What follows belongs to an exercise in optimizing a design on an open flow for small area; a production flow would make more cautious choices.
In this exercise RTL edits were held to simulation tests only and were not proved equivalent to the original.
No activity file was given, so power comes from the tool's default toggle rates.

$ cat config.mk
export PLATFORM = sky130hd
export DESIGN_NAME = rv_core
export DESIGN_NICKNAME = rv_core
export VERILOG_FILES = /design/flow/design.v
export SDC_FILE = /design/flow/constraint.sdc
export NUM_CORES = 4
export LEC_CHECK = 0
export CAP_MARGIN = 20
export CORE_MARGIN = 2
export CORE_UTILIZATION = 40
export SLEW_MARGIN = 20
$ cat constraint.sdc
create_clock -name core_clock -period 15.0 [get_ports {clk}]
set_input_delay 3.0000 -clock core_clock [delete_from_list [all_inputs] [get_ports {clk}]]
set_output_delay 3.0000 -clock core_clock [all_outputs]
set_load 0.01 [all_outputs]
$ cat design.v
package rv_pkg;
  localparam int xlen = 32;
  typedef logic [xlen-1:0] word_t;
  typedef logic [4:0]      reg_addr_t;
  typedef logic [3:0]      byte_en_t;
  typedef logic [2:0]      funct3_t;
  typedef enum logic [6:0] {
    op_lui    = 7'b0110111,
    op_auipc  = 7'b0010111,
    op_jal    = 7'b1101111,
    op_jalr   = 7'b1100111,
    op_branch = 7'b1100011,
    op_load   = 7'b0000011,
    op_store  = 7'b0100011,
    op_imm    = 7'b0010011,
    op_reg    = 7'b0110011,
    op_system = 7'b1110011
  } opcode_e;
  localparam funct3_t f3_beq  = 3'b000;
  localparam funct3_t f3_bne  = 3'b001;
  localparam funct3_t f3_blt  = 3'b100;
  localparam funct3_t f3_bge  = 3'b101;
  localparam funct3_t f3_bltu = 3'b110;
  localparam funct3_t f3_bgeu = 3'b111;
  localparam funct3_t f3_byte   = 3'b000;
  localparam funct3_t f3_half   = 3'b001;
  localparam funct3_t f3_word   = 3'b010;
  localparam funct3_t f3_byte_u = 3'b100;
  localparam funct3_t f3_half_u = 3'b101;
  localparam logic [6:0] funct7_alt = 7'd32;
  typedef enum logic [3:0] {
    alu_add, alu_sub, alu_sll, alu_slt, alu_sltu,
    alu_xor, alu_srl, alu_sra, alu_or, alu_and
  } alu_op_e;
  typedef enum logic {a_rs1, a_pc} a_sel_e;
  typedef enum logic {b_rs2, b_imm} b_sel_e;
  typedef enum logic [1:0] {wb_alu, wb_load, wb_pc4, wb_imm} wb_sel_e;
  localparam word_t reset_pc   = '0;
  localparam word_t insn_bytes = 32'd4;
endpackage
`timescale 1ns/10ps
module rv_decoder (
  input  rv_pkg::word_t     insn,
  output rv_pkg::reg_addr_t rs1,
  output rv_pkg::reg_addr_t rs2,
  output rv_pkg::reg_addr_t rd,
  output logic              reg_we,
  output rv_pkg::word_t     imm,
  output rv_pkg::alu_op_e   alu_op,
  output rv_pkg::a_sel_e    a_sel,
  output rv_pkg::b_sel_e    b_sel,
  output rv_pkg::wb_sel_e   wb_sel,
  output logic              is_branch,
  output logic              is_jal,
  output logic              is_jalr,
  output logic              is_load,
  output logic              is_store,
  output rv_pkg::funct3_t   funct3,
  output logic              halt,
  output logic              illegal
);
  rv_pkg::opcode_e opcode;
  logic [6:0]      funct7;
  logic            is_ecall;
  rv_pkg::word_t   imm_i, imm_s, imm_b, imm_j, imm_u;
  function automatic rv_pkg::alu_op_e alu_map(input rv_pkg::funct3_t f3, input logic alt);
    case (f3)
      3'b000:  alu_map = alt ? rv_pkg::alu_sub : rv_pkg::alu_add;
      3'b001:  alu_map = rv_pkg::alu_sll;
      3'b010:  alu_map = rv_pkg::alu_slt;
      3'b011:  alu_map = rv_pkg::alu_sltu;
      3'b100:  alu_map = rv_pkg::alu_xor;
      3'b101:  alu_map = alt ? rv_pkg::alu_sra : rv_pkg::alu_srl;
      3'b110:  alu_map = rv_pkg::alu_or;
      default: alu_map = rv_pkg::alu_and;
    endcase
  endfunction
  assign opcode   = rv_pkg::opcode_e'(insn[6:0]);
  assign rd       = insn[11:7];
  assign funct3   = insn[14:12];
  assign rs1      = insn[19:15];
  assign rs2      = insn[24:20];
  assign funct7   = insn[31:25];
  assign is_ecall = (opcode == rv_pkg::op_system) && (insn[31:7] == '0);
  assign imm_i = {{20{insn[31]}}, insn[31:20]};
  assign imm_s = {{20{insn[31]}}, insn[31:25], insn[11:7]};
  assign imm_b = {{19{insn[31]}}, insn[31], insn[7], insn[30:25], insn[11:8], 1'b0};
  assign imm_j = {{11{insn[31]}}, insn[31], insn[19:12], insn[20], insn[30:21], 1'b0};
  assign imm_u = {insn[31:12], 12'b0};
  always_comb begin
    reg_we    = 1'b0;
    imm       = imm_i;
    alu_op    = rv_pkg::alu_add;
    a_sel     = rv_pkg::a_rs1;
    b_sel     = rv_pkg::b_imm;
    wb_sel    = rv_pkg::wb_alu;
    is_branch = 1'b0;
    is_jal    = 1'b0;
    is_jalr   = 1'b0;
    is_load   = 1'b0;
    is_store  = 1'b0;
    halt      = 1'b0;
    illegal   = 1'b0;
    case (opcode)
      rv_pkg::op_lui: begin
        reg_we = 1'b1;
        imm    = imm_u;
        wb_sel = rv_pkg::wb_imm;
      end
      rv_pkg::op_auipc: begin
        reg_we = 1'b1;
        imm    = imm_u;
        a_sel  = rv_pkg::a_pc;
      end
      rv_pkg::op_jal: begin
        reg_we = 1'b1;
        imm    = imm_j;
        wb_sel = rv_pkg::wb_pc4;
        is_jal = 1'b1;
      end
      rv_pkg::op_jalr: begin
        reg_we  = 1'b1;
        wb_sel  = rv_pkg::wb_pc4;
        is_jalr = 1'b1;
        illegal = (funct3 != 3'b000);
      end
      rv_pkg::op_branch: begin
        imm       = imm_b;
        b_sel     = rv_pkg::b_rs2;
        is_branch = 1'b1;
        illegal   = (funct3 == 3'b010) || (funct3 == 3'b011);
      end
      rv_pkg::op_load: begin
        reg_we  = 1'b1;
        wb_sel  = rv_pkg::wb_load;
        is_load = 1'b1;
        illegal = (funct3 == 3'b011) || (funct3[2:1] == 2'b11);
      end
      rv_pkg::op_store: begin
        imm      = imm_s;
        is_store = 1'b1;
        illegal  = (funct3 > rv_pkg::f3_word);
      end
      rv_pkg::op_imm: begin
        reg_we = 1'b1;
        alu_op = alu_map(funct3, funct3 == 3'b101 && funct7 == rv_pkg::funct7_alt);
        if (funct3 == 3'b001 || funct3 == 3'b101) begin
          illegal = !(funct7 == 7'd0 ||
                      (funct3 == 3'b101 && funct7 == rv_pkg::funct7_alt));
        end
      end
      rv_pkg::op_reg: begin
        reg_we  = 1'b1;
        b_sel   = rv_pkg::b_rs2;
        alu_op  = alu_map(funct3, funct7 == rv_pkg::funct7_alt);
        illegal = !(funct7 == 7'd0 || (funct7 == rv_pkg::funct7_alt &&
                    (funct3 == 3'b000 || funct3 == 3'b101)));
      end
      rv_pkg::op_system: begin
        halt    = is_ecall;
        illegal = !is_ecall;
      end
      default: illegal = 1'b1;
    endcase
    if (illegal) begin
      reg_we    = 1'b0;
      is_branch = 1'b0;
      is_jalr   = 1'b0;
      is_load   = 1'b0;
      is_store  = 1'b0;
    end
  end
endmodule
`timescale 1ns/10ps
module rv_regfile (
  input  logic              clk,
  input  logic              rst,
  input  logic              we,
  input  rv_pkg::reg_addr_t rs1,
  input  rv_pkg::reg_addr_t rs2,
  input  rv_pkg::reg_addr_t rd,
  input  rv_pkg::word_t     rd_data,
  output rv_pkg::word_t     rs1_data,
  output rv_pkg::word_t     rs2_data
);
  localparam int num_regs = 32;
  rv_pkg::word_t regs [1:num_regs-1];
  always_ff @(posedge clk) begin
    if (rst) begin
      for (int i = 1; i < num_regs; i++) begin
        regs[i] <= '0;
      end
    end else if (we && rd != '0) begin
      regs[rd] <= rd_data;
    end
  end
  assign rs1_data = (rs1 == '0) ? '0 : regs[rs1];
  assign rs2_data = (rs2 == '0) ? '0 : regs[rs2];
endmodule
`timescale 1ns/10ps
module rv_alu (
  input  rv_pkg::word_t   a,
  input  rv_pkg::word_t   b,
  input  rv_pkg::alu_op_e op,
  output rv_pkg::word_t   result
);
  logic [4:0] shamt;
  logic       lt_signed;
  logic       lt_unsigned;
  assign shamt = b[4:0];
  assign lt_signed   = $signed(a) < $signed(b);
  assign lt_unsigned = a < b;
  always_comb begin
    case (op)
      rv_pkg::alu_add: begin
        result = a + b;
      end
      rv_pkg::alu_sub: begin
        result = a - b;
      end
      rv_pkg::alu_sll: begin
        result = a << shamt;
      end
      rv_pkg::alu_slt: begin
        result = {{(rv_pkg::xlen-1){1'b0}}, lt_signed};
      end
      rv_pkg::alu_sltu: begin
        result = {{(rv_pkg::xlen-1){1'b0}}, lt_unsigned};
      end
      rv_pkg::alu_xor: begin
        result = a ^ b;
      end
      rv_pkg::alu_srl: begin
        result = a >> shamt;
      end
      rv_pkg::alu_sra: begin
        result = $signed(a) >>> shamt;
      end
      rv_pkg::alu_or: begin
        result = a | b;
      end
      rv_pkg::alu_and: begin
        result = a & b;
      end
      default: begin
        result = a + b;
      end
    endcase
  end
endmodule
`timescale 1ns/10ps
module rv_next_pc (
  input  logic            clk,
  input  logic            rst,
  input  logic            is_branch,
  input  logic            is_jal,
  input  logic            is_jalr,
  input  rv_pkg::funct3_t funct3,
  input  rv_pkg::word_t   rs1_data,
  input  rv_pkg::word_t   rs2_data,
  input  rv_pkg::word_t   imm,
  output rv_pkg::word_t   pc,
  output rv_pkg::word_t   pc_plus4
);
  logic          take;
  rv_pkg::word_t jalr_target;
  rv_pkg::word_t pc_next;
  always_comb begin
    case (funct3)
      rv_pkg::f3_beq:  take = (rs1_data == rs2_data);
      rv_pkg::f3_bne:  take = (rs1_data != rs2_data);
      rv_pkg::f3_blt:  take = ($signed(rs1_data) < $signed(rs2_data));
      rv_pkg::f3_bge:  take = ($signed(rs1_data) >= $signed(rs2_data));
      rv_pkg::f3_bltu: take = (rs1_data < rs2_data);
      rv_pkg::f3_bgeu: take = (rs1_data >= rs2_data);
      default:         take = 1'b0;
    endcase
  end
  assign pc_plus4 = pc + rv_pkg::insn_bytes;
  assign jalr_target = (rs1_data + imm) & ~rv_pkg::word_t'(1);
  always_comb begin
    if (is_jalr) begin
      pc_next = jalr_target;
    end else if (is_jal || (is_branch && take)) begin
      pc_next = pc + imm;
    end else begin
      pc_next = pc_plus4;
    end
  end
  always_ff @(posedge clk) begin
    if (rst) begin
      pc <= rv_pkg::reset_pc;
    end else begin
      pc <= pc_next;
    end
  end
endmodule
`timescale 1ns/10ps
module rv_lsu (
  input  logic             is_load,
  input  logic             is_store,
  input  rv_pkg::funct3_t  funct3,
  input  rv_pkg::word_t    addr,
  input  rv_pkg::word_t    store_src,
  input  rv_pkg::word_t    dmem_rdata,
  output rv_pkg::word_t    dmem_addr,
  output rv_pkg::word_t    dmem_wdata,
  output rv_pkg::byte_en_t dmem_be,
  output rv_pkg::word_t    load_data
);
  logic [1:0]    offset;
  logic [4:0]    bit_shift;
  rv_pkg::word_t rdata_shifted;
  assign offset    = addr[1:0];
  assign bit_shift = {offset, 3'b000};
  assign dmem_addr  = {addr[rv_pkg::xlen-1:2], 2'b00};
  assign dmem_wdata = store_src << bit_shift;
  always_comb begin
    dmem_be = '0;
    if (is_store) begin
      case (funct3)
        rv_pkg::f3_byte: dmem_be = rv_pkg::byte_en_t'(4'b0001 << offset);
        rv_pkg::f3_half: dmem_be = rv_pkg::byte_en_t'(4'b0011 << offset);
        rv_pkg::f3_word: dmem_be = 4'b1111;
        default:         dmem_be = '0;
      endcase
    end
  end
  assign rdata_shifted = dmem_rdata >> bit_shift;
  always_comb begin
    load_data = '0;
    if (is_load) begin
      case (funct3)
        rv_pkg::f3_byte:   load_data = {{24{rdata_shifted[7]}}, rdata_shifted[7:0]};
        rv_pkg::f3_half:   load_data = {{16{rdata_shifted[15]}}, rdata_shifted[15:0]};
        rv_pkg::f3_byte_u: load_data = {24'b0, rdata_shifted[7:0]};
        rv_pkg::f3_half_u: load_data = {16'b0, rdata_shifted[15:0]};
        default:           load_data = rdata_shifted;
      endcase
    end
  end
endmodule
`timescale 1ns/10ps
module rv_core (
  input  logic             clk,
  input  logic             rst,
  input  rv_pkg::word_t    insn,
  input  rv_pkg::word_t    dmem_rdata,
  output rv_pkg::word_t    pc,
  output rv_pkg::word_t    dmem_addr,
  output rv_pkg::word_t    dmem_wdata,
  output rv_pkg::byte_en_t dmem_be,
  output logic             halt
);
  rv_pkg::reg_addr_t rs1, rs2, rd;
  logic              reg_we;
  rv_pkg::word_t     imm;
  rv_pkg::alu_op_e   alu_op;
  rv_pkg::a_sel_e    a_sel;
  rv_pkg::b_sel_e    b_sel;
  rv_pkg::wb_sel_e   wb_sel;
  logic              is_branch, is_jal, is_jalr, is_load, is_store;
  rv_pkg::funct3_t   funct3;
  rv_pkg::word_t     rs1_data, rs2_data, rd_data;
  rv_pkg::word_t     alu_a, alu_b, alu_result;
  rv_pkg::word_t     pc_plus4, load_data;
  rv_decoder decoder0 (
    .insn(insn), .rs1(rs1), .rs2(rs2), .rd(rd), .reg_we(reg_we), .imm(imm),
    .alu_op(alu_op), .a_sel(a_sel), .b_sel(b_sel), .wb_sel(wb_sel),
    .is_branch(is_branch), .is_jal(is_jal), .is_jalr(is_jalr),
    .is_load(is_load), .is_store(is_store), .funct3(funct3),
    .halt(halt), .illegal()
  );
  rv_regfile regfile0 (
    .clk(clk), .rst(rst), .we(reg_we), .rs1(rs1), .rs2(rs2), .rd(rd),
    .rd_data(rd_data), .rs1_data(rs1_data), .rs2_data(rs2_data)
  );
  assign alu_a = (a_sel == rv_pkg::a_pc) ? pc : rs1_data;
  assign alu_b = (b_sel == rv_pkg::b_imm) ? imm : rs2_data;
  rv_alu alu0 (.a(alu_a), .b(alu_b), .op(alu_op), .result(alu_result));
  rv_next_pc next_pc0 (
    .clk(clk), .rst(rst), .is_branch(is_branch), .is_jal(is_jal), .is_jalr(is_jalr),
    .funct3(funct3), .rs1_data(rs1_data), .rs2_data(rs2_data), .imm(imm),
    .pc(pc), .pc_plus4(pc_plus4)
  );
  rv_lsu lsu0 (
    .is_load(is_load), .is_store(is_store && !rst), .funct3(funct3), .addr(alu_result),
    .store_src(rs2_data), .dmem_rdata(dmem_rdata), .dmem_addr(dmem_addr),
    .dmem_wdata(dmem_wdata), .dmem_be(dmem_be), .load_data(load_data)
  );
  always_comb begin
    case (wb_sel)
      rv_pkg::wb_alu:  rd_data = alu_result;
      rv_pkg::wb_load: rd_data = load_data;
      rv_pkg::wb_pc4:  rd_data = pc_plus4;
      default:         rd_data = imm;
    endcase
  end
endmodule
$ cat run.sh
#!/bin/bash
# synth_recipe.tcl (not shown) runs the flow's synth.tcl, then flattens the netlist and writes it again
# the make line also repeats each setting of config.mk as NAME=value (left out here)
make -C /OpenROAD-flow-scripts/flow DESIGN_CONFIG=/design/flow/config.mk WORK_HOME=/design/flow/orfs CLKGATE_MAP_FILE= SYNTH_SCRIPT=/design/flow/synth_recipe.tcl finish
==> results.txt <==
outcome complete, no violations; clock-pin slew on the worst setup and hold paths 0.07 ns; pin count of the biggest net entering global routing 139; Starting Density 0.402; dpl ws 1.13 ns; htree depth 3; Synth Flop Type edfxtp_1; first-pass GRT wire length 472000 um; via count 63.4k; Core Footprint 183000 um^2; CTS tree yes; dpl hpwl 229000 um; die area 187000 um^2; Worst Setup SP insn[20]; die height 433 um; post-CTS resize count 0; Final Cell Area 81100 um^2; Post-Synthesis Cells 6576; router iterations before antenna repair 9; RSZ-0062 raised after global routing no; # IOs 167; WL final 342000 um; Final setup viols 0; I/O Buffers 164; CP startpoint kind input port; DR vias/cell 6.99; routed length per instance 37.7 um; Leakage Power 29.6 nW; initial antenna violation count 12; Yosys cell types 122; Final WS setup 0.377 ns; Achievable Freq 68.4 MHz; Worst setup EP type output port; VDD IR max 0.0914 mV; DRC Markers 0; Post-Syn Area 73500 um^2; sequential-to-total area share from yosys stat 0.427; vias in the first global route 60.2k; # Max-Cap Violations 0; CTS Hold Bufs 0; Initial DRC Count 10.3k; clock latency (worst-skew pair) 0.78 ns; hold crit path type flop to flop; FF+latch count, synth 1056; ys async rst share 0; Placed Area 77700 um^2; number of routed nets with antenna violations 0; FP Rows 157; worst-case clock buffer depth 3; area grow syn2layout 10.3%; Setup Buffers After CTS 0; final net count 6765; most area-hungry cell type in the Yosys netlist edfxtp_1; Max FO, Critical Path 65; GRT Util Overall 0.357; GP Congestion 1.10; total gr overflow 0; fraction of layout cells with a size suffix above 1 0.169; Fin. Hold Viols 0; Final Cycle Share 0.975; beginning of the worst register-to-register path regfile0.regs[23][12]; Synthesis Warnings 6; leading post-synthesis cells by cell area edfxtp_1 42%, mux4_2 12%, mux2i_1 7.7%; hold_sp next_pc0.pc[31]; total clock sinks 1056; share of the synthesized area in the top cell type 0.418; fin crit period 14.62 ns; Worst-Margin Slew 1.27 ns; top post-synthesis cells by count 1024 x edfxtp_1, 634 x a21oi_1, 597 x nor2_1, 566 x mux2i_1, 401 x a211oi_1; sum of negative setup slack 0 ns; count leader, synth edfxtp_1; crit path kind input port to output port; Chip Width 433 um; arrival time worst endpoint 11.62 ns; Slew Viols, Final 0; pwr/cell area 111 nW/um^2; skew final 0.0573 ns; Slew headroom 0.148; syn_area_per_cell 11.2 um^2; Post-synth EDFFs 1024; number of clock buffers inserted by TritonCTS 107; required time of the worst setup path 12.00 ns; Root Buffer clkbuf_16
[kinds of logic (layout without fill, tap and decap cells)]
kind of cell    count (synthesis)  after routing  synth area share
mux                           976            976             0.199
buf+inv                       822            810            0.0586
flops                        1056           1056             0.427
simple gates                 1549           1549            0.0989
fa+ha+maj                     195            195            0.0336
compound gates               1884           1884             0.172
other cells                     1             41         0.0000510
xor+xnor                       93             93            0.0111
[critical path, cell delays in order]
cell and delay [ns]:
buf_8 0.51, buf_12 0.34, mux4_2 0.54, mux4_2 0.47
mux2i_1 0.72, nor2_1 0.48, inv_1 0.22, a21boi_0 0.21
ha_1 0.50, nor4_1 0.48, nand2_1 0.12, o211ai_1 0.34
nand3b_1 0.16, a21oi_1 0.49, o21ai_1 0.25, nor3_4 0.52
buf_4 0.33, nor2_1 0.06, a21oi_1 0.83, o22ai_1 0.23
clkdlybuf4s50_1 0.55
[layer usage]
| layer | global-route usage | up-vias | share of wire |
|---|---|---|---|
| met4 | 0.287 | 6 | 0.098 |
| li1 | - | 25500 | - |
| met5 | 0 | - | 0.00014 |
| met2 | 0.543 | 5143 | 0.44 |
| met3 | 0.0894 | 1419 | 0.12 |
| met1 | 0.429 | 31300 | 0.34 |
[through the flow]
stage | cells | hold slack [ns] | utilization | power (mW)
2_1_floorplan | 6609 | 0.594 | - | 5.06
3_3_place_gp | 8856 | 0.781 | 0.425 | 6.21
3_5_place_dp | 8858 | 0.792 | 0.425 | 6.23
4_1_cts | 9060 | 0.817 | 0.443 | 8.89
5_1_grt | 9061 | 0.824 | 0.444 | 9.21
6_report | 9068 | 0.802 | 0.444 | 9.02
[area by class of cell]
type                    instances  area, um^2
clock inverters                67         629
diodes                          7        17.5
repair buffers                456        4060
clock buffers                 135        2800
well taps                    2464        3080
multi-input cells            4731       38600
inverters                     152         573
fillers                     16900      102000
flip-flops and latches       1056       31400
[state kept, by name, indices dropped and copies added, names as in the netlist, named ones only]
signal and count:
next_pc0.pc 31, regfile0.regs 1024
[power breakdown]
part           leakage, nW  switching [mW]  internal (mW)
registers             10.8          0.0712           3.36
logic                 17.2            1.97          0.899
clock network         1.68            1.23           1.49
[cells in the final DEF (no fill, tap or decap), drive strengths merged, types with 34 or more instances in the layout]
cell type,synthesis,routed
xor2,37,37
ha,191,191
nand3,69,69
o211ai,36,36
o21ai,147,147
inv,149,153
and3,34,34
a21o,58,58
nor3,165,165
buf,314,301
clkdlybuf4s50,0,155
a21oi,635,635
conb,1,34
clkbuf,328,135
nand2,374,374
nor2b,50,50
o22ai,67,67
a211oi,406,406
xnor2,56,56
and2,51,51
edfxtp,1024,1024
nor2,600,600
mux2i,570,570
a22oi,245,245
mux4,381,381
clkinv,3,52
a31oi,34,34
nor4,46,46
[worst paths after layout]
kind | to | slack, ns | depth (start not counted)
worst min register to register | next_pc0.pc[31] | 0.80 | 2
worst max-delay path | dmem_wdata[19] | 0.38 | 21
worst max register to register | regfile0.regs[1][16] | 6.62 | 21
worst min-delay path | next_pc0.pc[31] | 0.80 | 2

-- port drivers added, routing unchanged --
The results above use ideal ports. As a check the final layout listed here was re-extracted and re-timed, cells and wires unchanged. Step 1: set_driving_cell puts a clkbuf_16 on clk and a buf_2 on each other input, an assumption about the parent block. Step 2, shift: input delay + t, output delay - t, t = (earliest + latest rising clock arrival at the registers) / 2. This alone moves slack from input paths to output paths. a / b / c = no drivers / after step 1 / after step 2; a / b = the first two.
t, ns: 0.826
setup slack, ns: 0.377 / 0.326 / 0.326
hold WS [ns]: 0.802 / 0.802 / 0.802
worst setup path at the end: input to output
After both steps setup and hold are still met in this run. For this run, drivers alone change the setup slack by -0.051 ns; drivers and shift together by -0.051 ns.
